Context: an optimization exercise on an open-source flow, tuned for small area. The choices shown serve that exercise and are no tape-out recipe.
Only simulation tests tie the RTL to the original design; equivalence was not proved.
No activity file was given, so power comes from the tool's default toggle rates. No driver is modelled on the clock port, so clocking that relies on it looks cheaper here than on a real chip.

## fp_writeback
module fp_writeback (
  input  logic        i_clk,
  input  logic        i_rst,
  input  logic        i_valid,
  output logic        o_ready,
  input  logic [31:0] i_result,
  input  logic        i_exception,
  input  logic [4:0]  i_rd,
  input  logic        i_eof,
  input  logic [4:0]  i_rs1_addr,
  input  logic [4:0]  i_rs2_addr,
  output logic [31:0] o_rs1_data,
  output logic [31:0] o_rs2_data,
  output logic        o_status_valid,
  output logic [1:0]  o_status,
  output logic        o_halt,
  output logic [15:0] o_retired
);
export LEC_CHECK = 0
export CAP_MARGIN = 20
export CORE_MARGIN = 2
export CORE_UTILIZATION = 50
export CTS_BUF_LIST = sky130_fd_sc_hd__clkbuf_16
export CTS_CLUSTER_DIAMETER = 70
export CTS_CLUSTER_SIZE = 25
export SLEW_MARGIN = 20
export SYNTH_HIERARCHICAL = 1
export SYNTH_MINIMUM_KEEP_SIZE = 0
create_clock -name core_clock -period 8.0 [get_ports {i_clk}]
standard.sh (not shown) runs the stock make flow with config.mk's settings and CLKGATE_MAP_FILE= SYNTH_SCRIPT=/design/flow/synth_recipe.tcl, a recipe that flattens the netlist after the stock synthesis.
==> flow/flow/run.sh <==
#!/bin/bash
# Layout flow: the standard ORFS flow (standard.sh), with two changes passed to ORFS
# through its own variables:
#  - the port buffers are buf_1 cells instead of the buffer buffer_ports picks by default;
#  - clock tree synthesis clusters sinks under clkbuf_8 buffers without dummy loads.
# make's full output goes to standard.log here; ORFS writes each step's log under orfs/logs.
set -euo pipefail
export BUFFER_PORTS_ARGS="-buffer_cell sky130_fd_sc_hd__buf_1"
export CTS_ARGS="-sink_clustering_enable -repair_clock_nets -dont_use_dummy_load -buf_list sky130_fd_sc_hd__clkbuf_8 -sink_clustering_size 18 -sink_clustering_max_diameter 90"
bash standard.sh > standard.log 2>&1
Rerun with:
--- a/flow/flow/run.sh
+++ b/flow/flow/run.sh
@@ -5 +5 @@
-#  - clock tree synthesis clusters sinks under clkbuf_8 buffers without dummy loads.
+#  - clock tree synthesis clusters sinks under clkbuf_16 buffers without dummy loads.
@@ -9 +9 @@
-export CTS_ARGS="-sink_clustering_enable -repair_clock_nets -dont_use_dummy_load -buf_list sky130_fd_sc_hd__clkbuf_8 -sink_clustering_size 18 -sink_clustering_max_diameter 90"
+export CTS_ARGS="-sink_clustering_enable -repair_clock_nets -dont_use_dummy_load -buf_list sky130_fd_sc_hd__clkbuf_16 -sink_clustering_size 30 -sink_clustering_max_diameter 100"
After rerunning: The new run completed without violations. Cell count fell by 0.74%. Setup slack stays flat. Area after synthesis is unchanged. Global-route usage shrinks by 0.31 points. Routed wire length shrinks by about 0.7%. Clock power went up by about 5%. Sequential share of layout area drops by 0.12 points. Die area does not change. Total power rose by about 1.4%. Hold slack stays flat.
Rerun with:
--- a/flow/flow/run.sh
+++ b/flow/flow/run.sh
@@ -9 +9 @@
-export CTS_ARGS="-sink_clustering_enable -repair_clock_nets -dont_use_dummy_load -buf_list sky130_fd_sc_hd__clkbuf_16 -sink_clustering_size 30 -sink_clustering_max_diameter 100"
+export CTS_ARGS="-sink_clustering_enable -repair_clock_nets -dont_use_dummy_load -buf_list sky130_fd_sc_hd__clkbuf_16 -sink_clustering_size 30 -sink_clustering_max_diameter 70"
After rerunning:
- The changed run produced a clean layout
- final cell count barely changes
- non-clock buffer count goes up by 1
- critical path depth does not change
- wire length grows by 0.39%

Another version of the RTL of fp_writeback (not shown whole).
Size in the first run: about 2400 cells after synthesis, roughly 1100 flip-flops.
export LEC_CHECK = 0
export CAP_MARGIN = 20
export CORE_MARGIN = 2
export CORE_UTILIZATION = 50
export CTS_BUF_LIST = sky130_fd_sc_hd__clkbuf_16
export CTS_CLUSTER_DIAMETER = 70
export CTS_CLUSTER_SIZE = 25
export SLEW_MARGIN = 20
export SYNTH_HIERARCHICAL = 1
export SYNTH_MINIMUM_KEEP_SIZE = 0
create_clock -name core_clock -period 8.0 [get_ports {i_clk}]
run.sh (not shown) runs the stock make flow with config.mk's settings and CLKGATE_MAP_FILE= SYNTH_SCRIPT=/design/flow/synth_recipe.tcl, a recipe that flattens the netlist after the stock synthesis.
Stock flow here: none of the scripts above is used.
Then changed:
==> flow/flow/run.sh (new file) <==
#!/bin/bash
# Layout flow: the standard ORFS flow (standard.sh), with two changes passed to ORFS
# through its own variables:
#  - the port buffers are buf_1 cells instead of the buffer buffer_ports picks by default;
#  - clock tree synthesis clusters sinks under clkbuf_16 buffers without dummy loads.
# make's full output goes to standard.log here; ORFS writes each step's log under orfs/logs.
set -euo pipefail
export BUFFER_PORTS_ARGS="-buffer_cell sky130_fd_sc_hd__buf_1"
export CTS_ARGS="-sink_clustering_enable -repair_clock_nets -dont_use_dummy_load -buf_list sky130_fd_sc_hd__clkbuf_16 -sink_clustering_size 30 -sink_clustering_max_diameter 70"
bash standard.sh > standard.log 2>&1
==> flow/standard.sh (new file) <==
#!/bin/bash
# synth_recipe.tcl (not shown) runs the flow's synth.tcl, then flattens the netlist and writes it again
# the make line also repeats each setting of config.mk as NAME=value (left out here)
make -C /OpenROAD-flow-scripts/flow DESIGN_CONFIG=/design/flow/config.mk WORK_HOME=/design/flow/orfs CLKGATE_MAP_FILE= SYNTH_SCRIPT=/design/flow/synth_recipe.tcl "${@:-finish}"
removed: flow/run.sh
The new run went through all stages and came out clean; power came out lower by 6.2%; count of clock-buffer cells in the layout came out lower by 5; via count came out lower by 0.80%; area after synthesis is unchanged; synthesized cell count stays the same; worst setup slack is better by 0.87 ns; non-clock buffer count came out lower by 3.

## afterwards: timing with drivers on the ports
The results above use ideal ports. As a check the final layouts listed here were re-extracted and re-timed, cells and wires unchanged. Step 1: set_driving_cell puts a clkbuf_16 on i_clk and a buf_2 on each other input, an assumption about the parent block. Step 2 moves the port delays by t, midway between the first and last clock arrival at a register: inputs arrive t later, outputs are due t later. That takes back most of the time a late clock gives input paths. Slacks: ideal ports / drivers / drivers and shift; pairs: ideal ports / drivers.
| run | shift t [ns] | slack for setup (ns) | hold slack, ns | clock arrival spread, ns | cell pins on the clock port's net |
|---|---|---|---|---|---|
| the first run of note 1 | 0.776 | 1.770 / 1.736 / 1.736 | 0.498 / 0.498 / 0.498 | 0.050 / 0.049 | 1 |
| the second run of note 1 | 0.694 | 1.770 / 1.744 / 1.744 | 0.499 / 0.499 / 0.499 | 0.040 / 0.040 | 1 |
| the third run of note 1 | 0.719 | 1.758 / 1.732 / 1.732 | 0.495 / 0.495 / 0.495 | 0.067 / 0.066 | 1 |
| the first run of note 2 | 0.736 | 1.072 / 1.047 / 1.047 | 0.502 / 0.502 / 0.502 | 0.034 / 0.035 | 1 |
| the second run of note 2 | 0.700 | 1.944 / 1.910 / 1.910 | 0.509 / 0.509 / 0.509 | 0.078 / 0.077 | 1 |
After both steps setup and hold are still met in every run listed.
